Source: an optimization exercise on an open RTL-to-GDS flow (aim: small area, a short achievable clock period and few clock cycles per item). Production flows keep margins and buffers that such runs may drop.
Function was checked by simulation only, so behaviour that the tests miss may differ from the original.

==> inputs of trial 21 <==
// incremental_bounding_sphere
module incremental_bounding_sphere (
	input  logic        clk,
	input  logic        arst_n,
	input  logic        in_valid,
	output logic        in_stall,
	input  logic signed [31:0] point_x,
	input  logic signed [31:0] point_y,
	input  logic signed [31:0] point_z,
	input  logic        start_new,
	output logic        out_valid,
	input  logic        out_stall,
	output logic signed [31:0] center_x,
	output logic signed [31:0] center_y,
	output logic signed [31:0] center_z,
	output logic [31:0] sphere_radius,
	output logic        grew,
	output logic        saturated
);
	ibs_pkg::ibs_state_t state_q;
	logic               pv_q;
	logic               pf_q;
	logic [COORD_W-1:0] p_q [3];
	logic [COORD_W-1:0] ctr_q [3];
	logic [RAD_W-1:0]   rad_q;
	logic               empty_q;
	logic               sat_q;
	logic [MAG_W:0]     mag_q [3];
	logic [2:0]         neg_q;
	logic [2:0]         big_q;
	logic [2*MAG_W-1:0] sqs_q, sqc_q;
	logic [SQ_W-1:0]    acc_q;
	logic [DIST_W+1:0]  rem_q;
	logic [DIST_W-1:0]  root_q;
	logic [3:0]         pr_q;
	logic               first_q;
  ...
==> flow/config.mk <==
export PLATFORM = sky130hd
export DESIGN_NAME = incremental_bounding_sphere
export DESIGN_NICKNAME = incremental_bounding_sphere
export VERILOG_FILES = /design/flow/design.v
export SDC_FILE = /design/flow/constraint.sdc
export NUM_CORES = 4
export LEC_CHECK = 0
export ABC_CLOCK_PERIOD_IN_PS = 4000
export CAP_MARGIN = 20
export CORE_MARGIN = 2
export CORE_UTILIZATION = 55
export SLEW_MARGIN = 20
==> flow/constraint.sdc <==
create_clock -name core_clock -period 16.0 [get_ports {clk}]
set_input_delay 3.2000 -clock core_clock [delete_from_list [all_inputs] [get_ports {clk}]]
set_output_delay 3.2000 -clock core_clock [all_outputs]
set_load 0.01 [all_outputs]
standard.sh (not shown) runs the stock make flow with config.mk's settings and CLKGATE_MAP_FILE= SYNTH_SCRIPT=/design/flow/synth_recipe.tcl, a recipe that flattens the netlist after the stock synthesis.
==> flow/flow/run.sh <==
#!/bin/bash
# The standard layout (standard.sh: ORFS with the standard synthesis, each
# ORFS step logging to orfs/logs/), with repair_timing asked for more setup slack
# than the 16 ns clock needs, so the resizer keeps working on the critical paths.
set -euo pipefail
bash standard.sh SETUP_SLACK_MARGIN=11 finish > orfs_make.log 2>&1
==> build 77: changes against trial 21 <==
--- a/flow/design.v
+++ b/flow/design.v
@@ -10,46 +10,45 @@
 	localparam int unsigned SI_SQ0   = 2;
 	localparam int unsigned SI_SQ1   = 3;
 	localparam int unsigned SI_SQ2   = 4;
 	localparam int unsigned SI_ROOT  = 5;
 	localparam int unsigned SI_HALF  = 6;
-	localparam int unsigned SI_MNORM = 7;
-	localparam int unsigned SI_MDIV  = 8;
-	localparam int unsigned SI_UPD   = 9;
-	localparam int unsigned SI_OWAIT = 10;
-	typedef enum logic [10:0] {
-		ST_IDLE  = 11'd1,     
-		ST_CHK   = 11'd2,     
-		ST_SQ0   = 11'd4,     
-		ST_SQ1   = 11'd8,     
-		ST_SQ2   = 11'd16,    
-		ST_ROOT  = 11'd32,    
-		ST_HALF  = 11'd64,    
-		ST_MNORM = 11'd128,   
-		ST_MDIV  = 11'd256,   
-		ST_UPD   = 11'd512,   
-		ST_OWAIT = 11'd1024   
+	localparam int unsigned SI_MDIV  = 7;
+	localparam int unsigned SI_UPD   = 8;
+	localparam int unsigned SI_OWAIT = 9;
+	typedef enum logic [9:0] {
+		ST_IDLE  = 10'd1,     
+		ST_CHK   = 10'd2,     
+		ST_SQ0   = 10'd4,     
+		ST_SQ1   = 10'd8,     
+		ST_SQ2   = 10'd16,    
+		ST_ROOT  = 10'd32,    
+		ST_HALF  = 10'd64,    
+		ST_MDIV  = 10'd128,   
+		ST_UPD   = 10'd256,   
+		ST_OWAIT = 10'd512    
 	} ibs_state_t;
 endpackage
 import ibs_pkg::*;
 module ibs_divider (
 	input  logic                      clk,
 	input  logic                      clear,
 	input  logic                      step,
-	input  logic                      hbit,
+	input  logic                      nbit,
 	input  logic [ibs_pkg::MAG_W-1:0]  mag,
 	input  logic [ibs_pkg::DIST_W-1:0] den,
 	output logic [ibs_pkg::MAG_W-1:0]  quot
 );
 	localparam int unsigned XW = DIST_W + 2;
 	logic [DIST_W-1:0] rem_q;
+	logic [MAG_W-1:0]  xb_q;
 	logic [XW-1:0]     xa, xb, n1, n2;
 	logic [XW-1:0]     s1, c1, s2, c2;
 	logic [XW-1:0]     x, x1, x2;
 	logic              ge1, ge2;
 	assign xa = {1'b0, rem_q, 1'b0};
-	assign xb = hbit ? XW'(mag) : '0;
+	assign xb = XW'(xb_q);
 	assign n1 = ~(XW'(den));
 	assign n2 = ~{1'b0, den, 1'b0};
 	assign s1 = xa ^ xb ^ n1;
 	assign c1 = {(xa[XW-2:0] & xb[XW-2:0]) | (xa[XW-2:0] & n1[XW-2:0]) | (xb[XW-2:0] & n1[XW-2:0]), 1'b1};
 	assign s2 = xa ^ xb ^ n2;
@@ -58,10 +57,11 @@
 	assign x1 = s1 + c1;
 	assign x2 = s2 + c2;
 	assign ge1 = !x1[XW-1];
 	assign ge2 = !x2[XW-1];
 	always_ff @(posedge clk) begin
+		xb_q <= nbit ? mag : '0;
 		if (clear) begin
 			rem_q <= '0;
 			quot  <= '0;
 		end else if (step) begin
 			if (ge2) begin
@@ -1110,20 +1110,23 @@
 	logic               empty_q;
 	logic               sat_q;
 	logic [MAG_W:0]     mag_q [3];
 	logic [2:0]         neg_q;
 	logic [2:0]         big_q;
+	logic [2:0]         xn_q;
+	logic               lim2_q;
 	logic [2*MAG_W-1:0] sqs_q, sqc_q;
 	logic [SQ_W-1:0]    acc_q;
 	logic [DIST_W+1:0]  rem_q;
 	logic [DIST_W-1:0]  root_q;
 	logic [3:0]         pr_q;
 	logic               first_q;
 	logic               eq_q;
+	logic               lt_q;
 	logic [5:0]         cnt_q;
 	logic [RAD_W-1:0]   h_q;
-	logic               hbit_q;
+	logic               md_first_q;
 	function automatic logic [5:0] bitlen(input logic [31:0] v);
 		bitlen = '0;
 		for (int i = 0; i < 32; i++)
 			if (v[i]) bitlen = 6'(i + 1);
 	endfunction
@@ -1145,11 +1148,11 @@
 		for (int i = 0; i < 3; i++) begin
 			add_a[i] = ({ADD_W{m_idle}} & {{(ADD_W-COORD_W){p_q[i][COORD_W-1]}}, p_q[i]})
 				| ({ADD_W{m_half}} & ADD_W'(root_q))
 				| ({ADD_W{m_upd}} & {{(ADD_W-COORD_W){ctr_q[i][COORD_W-1]}}, ctr_q[i]});
 			add_b[i] = ({ADD_W{m_idle}} & ~{{(ADD_W-COORD_W){ctr_q[i][COORD_W-1]}}, ctr_q[i]})
-				| ({ADD_W{m_chk}} & ({{(ADD_W-MAG_W-1){mag_q[i][MAG_W]}}, mag_q[i]} ^ {ADD_W{neg_q[i]}}))
+				| ({ADD_W{m_chk}} & ADD_W'(mag_q[i][MAG_W-1:0]))
 				| ({ADD_W{m_half}} & (ADD_W'(rad_q) ^ {ADD_W{i == 0}}))
 				| ({ADD_W{m_upd}} & (ADD_W'(quot[i]) ^ {ADD_W{neg_q[i]}}));
 			add_c[i] = m_idle || (m_chk && neg_q[i]) || (m_half && i == 0) || (m_upd && neg_q[i]);
 			add_w[i] = {add_a[i], 1'b1} + {add_b[i], add_c[i]};
 			add_y[i] = add_w[i][ADD_W:1];
@@ -1159,30 +1162,28 @@
 	logic [MAG_W-1:0] bbig;
 	logic [1:0]       bcst;
 	logic [MAG_W+3:0] bsum;
 	logic [MAG_W+2:0] blim;
 	logic             in_bound;
-	logic             chk;
 	logic [2:0]       big;
-	assign chk = state_q[SI_CHK];
 	always_comb begin
 		for (int i = 0; i < 3; i++)
-			bx[i] = mag_q[i][MAG_W-1:0] ^ {MAG_W{chk && neg_q[i]}};
-		bbig = chk ? '0 : ((big_q[0] ? bx[0] : '0) | (big_q[1] ? bx[1] : '0) | (big_q[2] ? bx[2] : '0));
-		bcst = chk ? 2'(neg_q[0]) + 2'(neg_q[1]) + 2'(neg_q[2]) : 2'd1;
-		blim = chk ? (MAG_W+3)'(rad_q) : (MAG_W+3)'({rad_q, 1'b0});
+			bx[i] = mag_q[i][MAG_W-1:0];
+		bbig = (big_q[0] ? bx[0] : '0) | (big_q[1] ? bx[1] : '0) | (big_q[2] ? bx[2] : '0);
+		bcst = 2'(xn_q[0]) + 2'(xn_q[1]) + 2'(xn_q[2]) + 2'(lim2_q);
+		blim = lim2_q ? (MAG_W+3)'({rad_q, 1'b0}) : (MAG_W+3)'(rad_q);
 		bsum = (MAG_W+4)'(bx[0]) + (MAG_W+4)'(bx[1]) + (MAG_W+4)'(bx[2]) + (MAG_W+4)'(bbig)
 			+ (MAG_W+4)'(bcst) + {1'b1, ~blim};
 		in_bound = bsum[MAG_W+3];
 		big[0] = (bx[0] >= bx[1]) && (bx[0] >= bx[2]);
 		big[1] = !big[0] && (bx[1] >= bx[2]);
 		big[2] = !big[0] && !big[1];
 	end
 	logic [MAG_W-1:0]   sq_in;
 	logic [2*MAG_W-1:0] sq_s, sq_c;
 	logic [MAG_W-1:0] sq_x0;
-	assign sq_x0 = mag_q[0][MAG_W-1:0] ^ {MAG_W{neg_q[0]}};
+	assign sq_x0 = mag_q[0][MAG_W-1:0];
 	assign sq_in = ({MAG_W{state_q[SI_CHK]}} & sq_x0)
 		| ({MAG_W{state_q[SI_SQ0]}} & mag_q[1][MAG_W-1:0])
 		| ({MAG_W{state_q[SI_SQ1]}} & mag_q[2][MAG_W-1:0]);
 	ibs_sq u_sq (.x(sq_in), .s(sq_s), .c(sq_c));
 	logic [SQ_W-1:0] acc_sum;
@@ -1222,30 +1223,35 @@
 		end else begin
 			rt_dig = 2'd0;
 			rt_rem = rt_t[DIST_W+1:0];
 		end
 	end
-	logic rt_lt, rt_gt;
+	logic rt_lt, rt_eq;
 	assign rt_lt = eq_q && (rt_dig < rdig);
-	assign rt_gt = rt_dig > rdig;
-	logic md_clear, md_step;
+	assign rt_eq = eq_q && (rt_dig == rdig);
+	logic md_clear, md_step, md_nbit, md_zero;
+	logic [5:0] md_k;
+	assign md_k    = md_first_q ? bitlen(h_q) - 6'd1 : cnt_q;
+	assign md_zero = md_first_q && (h_q == '0);
+	assign md_nbit = state_q[SI_HALF] || (state_q[SI_MDIV] && h_q[md_k[4:0] - 5'd1]);
 	assign md_clear = state_q[SI_HALF];
-	assign md_step  = state_q[SI_MDIV];
+	assign md_step  = state_q[SI_MDIV] && !md_zero;
 	for (genvar i = 0; i < 3; i++) begin : g_div
 		ibs_divider u_div (
 			.clk   (clk),
 			.clear (md_clear),
 			.step  (md_step),
-			.hbit  (hbit_q),
+			.nbit  (md_nbit),
 			.mag   (mag_q[i][MAG_W-1:0]),
 			.den   (root_q),
 			.quot  (quot[i])
 		);
 	end
 	logic keep_done;
 	assign keep_done = ((state_q[SI_CHK] || state_q[SI_SQ0]) && in_bound)
-		|| (state_q[SI_ROOT] && (rt_lt || (cnt_q == 6'd1 && eq_q && !rt_gt)))
+		|| (state_q[SI_ROOT] && lt_q)
+		|| (state_q[SI_HALF] && (lt_q || eq_q))
 		|| state_q[SI_OWAIT];
 	always_ff @(posedge clk or negedge arst_n) begin
 		if (!arst_n) begin
 			state_q   <= ST_IDLE;
 			pv_q      <= 1'b0;
@@ -1271,13 +1277,12 @@
 					state_q[SI_CHK]:   state_q <= ST_SQ0;
 					state_q[SI_SQ0]:   state_q <= ST_SQ1;
 					state_q[SI_SQ1]:   state_q <= ST_SQ2;
 					state_q[SI_SQ2]:   state_q <= ST_ROOT;
 					state_q[SI_ROOT]:  if (cnt_q == 6'd1) state_q <= ST_HALF;
-					state_q[SI_HALF]:  state_q <= ST_MNORM;
-					state_q[SI_MNORM]: state_q <= (h_q == '0) ? ST_UPD : ST_MDIV;
-					state_q[SI_MDIV]:  if (cnt_q == 6'd0) state_q <= ST_UPD;
+					state_q[SI_HALF]:  state_q <= ST_MDIV;
+					state_q[SI_MDIV]:  if (md_zero || md_k == 6'd0) state_q <= ST_UPD;
 					state_q[SI_UPD]: if (!out_valid) begin
 						out_valid <= 1'b1;
 						state_q   <= ST_IDLE;
 					end
 					default: state_q <= ST_IDLE;
@@ -1290,10 +1295,11 @@
 			p_q[0] <= point_x;
 			p_q[1] <= point_y;
 			p_q[2] <= point_z;
 			pf_q   <= start_new;
 		end
+		lim2_q <= state_q[SI_CHK];
 		sqs_q <= sq_s;
 		sqc_q <= sq_c;
 		if (keep_done && !out_valid) grew <= 1'b0;
 		case (1'b1)
 			state_q[SI_IDLE]: if (take) begin
@@ -1302,19 +1308,22 @@
 					rad_q <= '0;
 					sat_q <= 1'b0;
 					grew  <= 1'b1;
 				end else begin
 					for (int i = 0; i < 3; i++) begin
-						mag_q[i] <= add_y[i][MAG_W:0];
+						mag_q[i] <= {1'b0, add_y[i][MAG_W-1:0] ^ {MAG_W{add_y[i][MAG_W]}}};
 						neg_q[i] <= add_y[i][MAG_W];
+						xn_q[i]  <= add_y[i][MAG_W];
 					end
+					big_q <= '0;
 				end
 			end
 			state_q[SI_CHK]: begin
 				acc_q <= neg_q[0] ? SQ_W'({sq_x0, 1'b1}) : '0;
 				for (int i = 0; i < 3; i++) mag_q[i] <= {1'b0, add_y[i][MAG_W-1:0]};
 				big_q <= big;
+				xn_q  <= '0;
 			end
 			state_q[SI_SQ0]: begin
 				cnt_q <= bitlen(bbig) | 6'd1;
 				acc_q <= acc_sum;
 			end
@@ -1322,31 +1331,30 @@
 			state_q[SI_SQ2]: begin
 				acc_q   <= acc_sum;
 				rem_q   <= '0;
 				root_q  <= '0;
 				eq_q    <= 1'b1;
+				lt_q    <= 1'b0;
 				first_q <= 1'b1;
 			end
 			state_q[SI_ROOT]: begin
 				cnt_q   <= cnt_q - 6'd2;
 				pr_q    <= pn;
 				first_q <= 1'b0;
 				rem_q   <= rt_rem;
 				root_q  <= {root_q[DIST_W-3:0], rt_dig};
-				if (rt_gt) eq_q <= 1'b0;
+				eq_q    <= rt_eq;
+				lt_q    <= rt_lt;
 			end
 			state_q[SI_HALF]: begin
-				h_q   <= add_y[0][RAD_W:1];
+				h_q        <= add_y[0][RAD_W:1];
+				md_first_q <= 1'b1;
 				acc_q <= SQ_W'(add_y[1][RAD_W+1] ? '1 : add_y[1][RAD_W:1]);
 			end
-			state_q[SI_MNORM]: begin
-				cnt_q  <= bitlen(h_q) - 6'd1;
-				hbit_q <= 1'b1;
-			end
 			state_q[SI_MDIV]: begin
-				cnt_q  <= cnt_q - 6'd1;
-				hbit_q <= h_q[cnt_q[4:0] - 5'd1];
+				cnt_q      <= md_k - 6'd1;
+				md_first_q <= 1'b0;
 			end
 			state_q[SI_UPD]: if (!out_valid) begin
 				grew <= 1'b1;
 				for (int i = 0; i < 3; i++) ctr_q[i] <= add_y[i][COORD_W-1:0];
 				rad_q <= acc_q[RAD_W-1:0];
==> flow/flow/run.sh (replaced) <==
#!/bin/bash
# The standard layout (standard.sh: ORFS with the standard synthesis, each
# ORFS step logging to orfs/logs/), with two changes to how it is made:
#  - repair_timing is asked for more setup slack than the 16 ns clock needs, so
#    the resizer keeps working on the critical paths;
#  - the port buffers (every input and output still gets one) are buf_2 cells
#    rather than the delay buffers buffer_ports picks by default.
set -euo pipefail
bash standard.sh SETUP_SLACK_MARGIN=11.3 \
	'BUFFER_PORTS_ARGS=-buffer_cell sky130_fd_sc_hd__buf_2' \
	finish > orfs_make.log 2>&1
==> flow/config.mk (replaced) <==
export PLATFORM = sky130hd
export DESIGN_NAME = incremental_bounding_sphere
export DESIGN_NICKNAME = incremental_bounding_sphere
export VERILOG_FILES = /design/flow/design.v
export SDC_FILE = /design/flow/constraint.sdc
export NUM_CORES = 4
export LEC_CHECK = 0
export ABC_AREA = 1
export CAP_MARGIN = 20
export CORE_MARGIN = 2
export CORE_UTILIZATION = 50
export SLEW_MARGIN = 20
==> build 54: changes against trial 21 <==
--- a/flow/design.v
+++ b/flow/design.v
@@ -10,46 +10,45 @@
 	localparam int unsigned SI_SQ0   = 2;
 	localparam int unsigned SI_SQ1   = 3;
 	localparam int unsigned SI_SQ2   = 4;
 	localparam int unsigned SI_ROOT  = 5;
 	localparam int unsigned SI_HALF  = 6;
-	localparam int unsigned SI_MNORM = 7;
-	localparam int unsigned SI_MDIV  = 8;
-	localparam int unsigned SI_UPD   = 9;
-	localparam int unsigned SI_OWAIT = 10;
-	typedef enum logic [10:0] {
-		ST_IDLE  = 11'd1,     
-		ST_CHK   = 11'd2,     
-		ST_SQ0   = 11'd4,     
-		ST_SQ1   = 11'd8,     
-		ST_SQ2   = 11'd16,    
-		ST_ROOT  = 11'd32,    
-		ST_HALF  = 11'd64,    
-		ST_MNORM = 11'd128,   
-		ST_MDIV  = 11'd256,   
-		ST_UPD   = 11'd512,   
-		ST_OWAIT = 11'd1024   
+	localparam int unsigned SI_MDIV  = 7;
+	localparam int unsigned SI_UPD   = 8;
+	localparam int unsigned SI_OWAIT = 9;
+	typedef enum logic [9:0] {
+		ST_IDLE  = 10'd1,     
+		ST_CHK   = 10'd2,     
+		ST_SQ0   = 10'd4,     
+		ST_SQ1   = 10'd8,     
+		ST_SQ2   = 10'd16,    
+		ST_ROOT  = 10'd32,    
+		ST_HALF  = 10'd64,    
+		ST_MDIV  = 10'd128,   
+		ST_UPD   = 10'd256,   
+		ST_OWAIT = 10'd512    
 	} ibs_state_t;
 endpackage
 import ibs_pkg::*;
 module ibs_divider (
 	input  logic                      clk,
 	input  logic                      clear,
 	input  logic                      step,
-	input  logic                      hbit,
+	input  logic                      nbit,
 	input  logic [ibs_pkg::MAG_W-1:0]  mag,
 	input  logic [ibs_pkg::DIST_W-1:0] den,
 	output logic [ibs_pkg::MAG_W-1:0]  quot
 );
 	localparam int unsigned XW = DIST_W + 2;
 	logic [DIST_W-1:0] rem_q;
+	logic [MAG_W-1:0]  xb_q;
 	logic [XW-1:0]     xa, xb, n1, n2;
 	logic [XW-1:0]     s1, c1, s2, c2;
 	logic [XW-1:0]     x, x1, x2;
 	logic              ge1, ge2;
 	assign xa = {1'b0, rem_q, 1'b0};
-	assign xb = hbit ? XW'(mag) : '0;
+	assign xb = XW'(xb_q);
 	assign n1 = ~(XW'(den));
 	assign n2 = ~{1'b0, den, 1'b0};
 	assign s1 = xa ^ xb ^ n1;
 	assign c1 = {(xa[XW-2:0] & xb[XW-2:0]) | (xa[XW-2:0] & n1[XW-2:0]) | (xb[XW-2:0] & n1[XW-2:0]), 1'b1};
 	assign s2 = xa ^ xb ^ n2;
@@ -58,10 +57,11 @@
 	assign x1 = s1 + c1;
 	assign x2 = s2 + c2;
 	assign ge1 = !x1[XW-1];
 	assign ge2 = !x2[XW-1];
 	always_ff @(posedge clk) begin
+		xb_q <= nbit ? mag : '0;
 		if (clear) begin
 			rem_q <= '0;
 			quot  <= '0;
 		end else if (step) begin
 			if (ge2) begin
@@ -1110,20 +1110,22 @@
 	logic               empty_q;
 	logic               sat_q;
 	logic [MAG_W:0]     mag_q [3];
 	logic [2:0]         neg_q;
 	logic [2:0]         big_q;
+	logic [2:0]         xn_q;
+	logic               lim2_q;
 	logic [2*MAG_W-1:0] sqs_q, sqc_q;
 	logic [SQ_W-1:0]    acc_q;
 	logic [DIST_W+1:0]  rem_q;
 	logic [DIST_W-1:0]  root_q;
 	logic [3:0]         pr_q;
 	logic               first_q;
 	logic               eq_q;
+	logic               lt_q;
 	logic [5:0]         cnt_q;
 	logic [RAD_W-1:0]   h_q;
-	logic               hbit_q;
 	function automatic logic [5:0] bitlen(input logic [31:0] v);
 		bitlen = '0;
 		for (int i = 0; i < 32; i++)
 			if (v[i]) bitlen = 6'(i + 1);
 	endfunction
@@ -1159,19 +1161,17 @@
 	logic [MAG_W-1:0] bbig;
 	logic [1:0]       bcst;
 	logic [MAG_W+3:0] bsum;
 	logic [MAG_W+2:0] blim;
 	logic             in_bound;
-	logic             chk;
 	logic [2:0]       big;
-	assign chk = state_q[SI_CHK];
 	always_comb begin
 		for (int i = 0; i < 3; i++)
-			bx[i] = mag_q[i][MAG_W-1:0] ^ {MAG_W{chk && neg_q[i]}};
-		bbig = chk ? '0 : ((big_q[0] ? bx[0] : '0) | (big_q[1] ? bx[1] : '0) | (big_q[2] ? bx[2] : '0));
-		bcst = chk ? 2'(neg_q[0]) + 2'(neg_q[1]) + 2'(neg_q[2]) : 2'd1;
-		blim = chk ? (MAG_W+3)'(rad_q) : (MAG_W+3)'({rad_q, 1'b0});
+			bx[i] = mag_q[i][MAG_W-1:0] ^ {MAG_W{xn_q[i]}};
+		bbig = (big_q[0] ? bx[0] : '0) | (big_q[1] ? bx[1] : '0) | (big_q[2] ? bx[2] : '0);
+		bcst = 2'(xn_q[0]) + 2'(xn_q[1]) + 2'(xn_q[2]) + 2'(lim2_q);
+		blim = lim2_q ? (MAG_W+3)'({rad_q, 1'b0}) : (MAG_W+3)'(rad_q);
 		bsum = (MAG_W+4)'(bx[0]) + (MAG_W+4)'(bx[1]) + (MAG_W+4)'(bx[2]) + (MAG_W+4)'(bbig)
 			+ (MAG_W+4)'(bcst) + {1'b1, ~blim};
 		in_bound = bsum[MAG_W+3];
 		big[0] = (bx[0] >= bx[1]) && (bx[0] >= bx[2]);
 		big[1] = !big[0] && (bx[1] >= bx[2]);
@@ -1222,30 +1222,34 @@
 		end else begin
 			rt_dig = 2'd0;
 			rt_rem = rt_t[DIST_W+1:0];
 		end
 	end
-	logic rt_lt, rt_gt;
+	logic rt_lt, rt_eq;
 	assign rt_lt = eq_q && (rt_dig < rdig);
-	assign rt_gt = rt_dig > rdig;
-	logic md_clear, md_step;
+	assign rt_eq = eq_q && (rt_dig == rdig);
+	logic md_clear, md_step, md_nbit;
+	assign md_nbit = state_q[SI_HALF] || (state_q[SI_MDIV] && h_q[cnt_q[4:0] - 5'd1]);
+	logic [RAD_W-1:0] h_new;
+	assign h_new = add_y[0][RAD_W:1];
 	assign md_clear = state_q[SI_HALF];
 	assign md_step  = state_q[SI_MDIV];
 	for (genvar i = 0; i < 3; i++) begin : g_div
 		ibs_divider u_div (
 			.clk   (clk),
 			.clear (md_clear),
 			.step  (md_step),
-			.hbit  (hbit_q),
+			.nbit  (md_nbit),
 			.mag   (mag_q[i][MAG_W-1:0]),
 			.den   (root_q),
 			.quot  (quot[i])
 		);
 	end
 	logic keep_done;
 	assign keep_done = ((state_q[SI_CHK] || state_q[SI_SQ0]) && in_bound)
-		|| (state_q[SI_ROOT] && (rt_lt || (cnt_q == 6'd1 && eq_q && !rt_gt)))
+		|| (state_q[SI_ROOT] && lt_q)
+		|| (state_q[SI_HALF] && (lt_q || eq_q))
 		|| state_q[SI_OWAIT];
 	always_ff @(posedge clk or negedge arst_n) begin
 		if (!arst_n) begin
 			state_q   <= ST_IDLE;
 			pv_q      <= 1'b0;
@@ -1271,12 +1275,11 @@
 					state_q[SI_CHK]:   state_q <= ST_SQ0;
 					state_q[SI_SQ0]:   state_q <= ST_SQ1;
 					state_q[SI_SQ1]:   state_q <= ST_SQ2;
 					state_q[SI_SQ2]:   state_q <= ST_ROOT;
 					state_q[SI_ROOT]:  if (cnt_q == 6'd1) state_q <= ST_HALF;
-					state_q[SI_HALF]:  state_q <= ST_MNORM;
-					state_q[SI_MNORM]: state_q <= (h_q == '0) ? ST_UPD : ST_MDIV;
+					state_q[SI_HALF]:  state_q <= (h_new == '0) ? ST_UPD : ST_MDIV;
 					state_q[SI_MDIV]:  if (cnt_q == 6'd0) state_q <= ST_UPD;
 					state_q[SI_UPD]: if (!out_valid) begin
 						out_valid <= 1'b1;
 						state_q   <= ST_IDLE;
 					end
@@ -1290,10 +1293,11 @@
 			p_q[0] <= point_x;
 			p_q[1] <= point_y;
 			p_q[2] <= point_z;
 			pf_q   <= start_new;
 		end
+		lim2_q <= state_q[SI_CHK];
 		sqs_q <= sq_s;
 		sqc_q <= sq_c;
 		if (keep_done && !out_valid) grew <= 1'b0;
 		case (1'b1)
 			state_q[SI_IDLE]: if (take) begin
@@ -1304,17 +1308,20 @@
 					grew  <= 1'b1;
 				end else begin
 					for (int i = 0; i < 3; i++) begin
 						mag_q[i] <= add_y[i][MAG_W:0];
 						neg_q[i] <= add_y[i][MAG_W];
+						xn_q[i]  <= add_y[i][MAG_W];
 					end
+					big_q <= '0;
 				end
 			end
 			state_q[SI_CHK]: begin
 				acc_q <= neg_q[0] ? SQ_W'({sq_x0, 1'b1}) : '0;
 				for (int i = 0; i < 3; i++) mag_q[i] <= {1'b0, add_y[i][MAG_W-1:0]};
 				big_q <= big;
+				xn_q  <= '0;
 			end
 			state_q[SI_SQ0]: begin
 				cnt_q <= bitlen(bbig) | 6'd1;
 				acc_q <= acc_sum;
 			end
@@ -1322,32 +1329,28 @@
 			state_q[SI_SQ2]: begin
 				acc_q   <= acc_sum;
 				rem_q   <= '0;
 				root_q  <= '0;
 				eq_q    <= 1'b1;
+				lt_q    <= 1'b0;
 				first_q <= 1'b1;
 			end
 			state_q[SI_ROOT]: begin
 				cnt_q   <= cnt_q - 6'd2;
 				pr_q    <= pn;
 				first_q <= 1'b0;
 				rem_q   <= rt_rem;
 				root_q  <= {root_q[DIST_W-3:0], rt_dig};
-				if (rt_gt) eq_q <= 1'b0;
+				eq_q    <= rt_eq;
+				lt_q    <= rt_lt;
 			end
 			state_q[SI_HALF]: begin
-				h_q   <= add_y[0][RAD_W:1];
+				h_q   <= h_new;
+				cnt_q <= bitlen(h_new) - 6'd1;
 				acc_q <= SQ_W'(add_y[1][RAD_W+1] ? '1 : add_y[1][RAD_W:1]);
 			end
-			state_q[SI_MNORM]: begin
-				cnt_q  <= bitlen(h_q) - 6'd1;
-				hbit_q <= 1'b1;
-			end
-			state_q[SI_MDIV]: begin
-				cnt_q  <= cnt_q - 6'd1;
-				hbit_q <= h_q[cnt_q[4:0] - 5'd1];
-			end
+			state_q[SI_MDIV]:  cnt_q <= cnt_q - 6'd1;
 			state_q[SI_UPD]: if (!out_valid) begin
 				grew <= 1'b1;
 				for (int i = 0; i < 3; i++) ctr_q[i] <= add_y[i][COORD_W-1:0];
 				rad_q <= acc_q[RAD_W-1:0];
 				sat_q <= &acc_q[RAD_W-1:0];
==> flow/flow/run.sh (replaced) <==
#!/bin/bash
# The standard layout (standard.sh: ORFS with the standard synthesis, each
# ORFS step logging to orfs/logs/), with two changes to how it is made:
#  - repair_timing is asked for more setup slack than the 16 ns clock needs, so
#    the resizer keeps working on the critical paths;
#  - the port buffers (every input and output still gets one) are buf_2 cells
#    rather than the delay buffers buffer_ports picks by default.
set -euo pipefail
bash standard.sh SETUP_SLACK_MARGIN=11.3 \
	'BUFFER_PORTS_ARGS=-buffer_cell sky130_fd_sc_hd__buf_2' \
	finish > orfs_make.log 2>&1
==> flow/config.mk (replaced) <==
export PLATFORM = sky130hd
export DESIGN_NAME = incremental_bounding_sphere
export DESIGN_NICKNAME = incremental_bounding_sphere
export VERILOG_FILES = /design/flow/design.v
export SDC_FILE = /design/flow/constraint.sdc
export NUM_CORES = 4
export LEC_CHECK = 0
export ABC_AREA = 1
export CAP_MARGIN = 20
export CORE_MARGIN = 2
export CORE_UTILIZATION = 50
export SLEW_MARGIN = 20
==> run summary <==
Build 54 completed with no timing, DRC or antenna violations. Trial 21 produced a clean layout. Build 77 reached the layout checks and failed them: max-capacitance violations, max-slew violations.
Sequential cell count: trial 21 < build 54 < build 77.
Of build 77 and trial 21, trial 21 has the higher first-iteration DRC count (gap about 0.4%, measured against trial 21).
Synthesized cell count: build 54 is higher than trial 21 (16%).
Between build 54 and build 77, the lower cell area is in build 77 (gap about 1.2%, measured against build 77).
Die area: build 77 > build 54 > trial 21.
Testbench counts of trial 21, summed over its fixed seeds: cycles 50,083, points 5,466.
Testbench counts of build 77, summed over its fixed seeds: cycles 49,530, points 5,466.
Testbench counts of build 54, summed over its fixed seeds: cycles 49,528, points 5,466.

==> separate check: timing with driven ports <==
No port has a modelled driver above. Below, the same layouts with a new extraction and two added sets of constraints.
Step 1 sets driving cells, clkbuf_16 on the clock port and buf_2 on the other inputs (assumed; they add their load-dependent delay and slew).
Step 2 adds t to the input delays and takes it off the output delays; t is the mean of the earliest and latest rising clock arrival at the registers after step 1. Input paths then give back, and output paths get back, about the clock's delay inside the block.
Three values: ideal, step 1, step 2; two values: the first two.
run | t, ns | setup WS [ns] | hold slack, ns | clock arrival spread, ns
trial 21 | 0.882 | 10.336 / 10.336 / 10.336 | 0.478 / 0.478 / 0.478 | 0.063 / 0.062
build 77 | 0.912 | 10.397 / 10.397 / 10.397 | 0.490 / 0.490 / 0.490 | 0.046 / 0.046
build 54 | 0.895 | 10.799 / 10.799 / 10.799 | 0.466 / 0.466 / 0.466 | 0.067 / 0.067
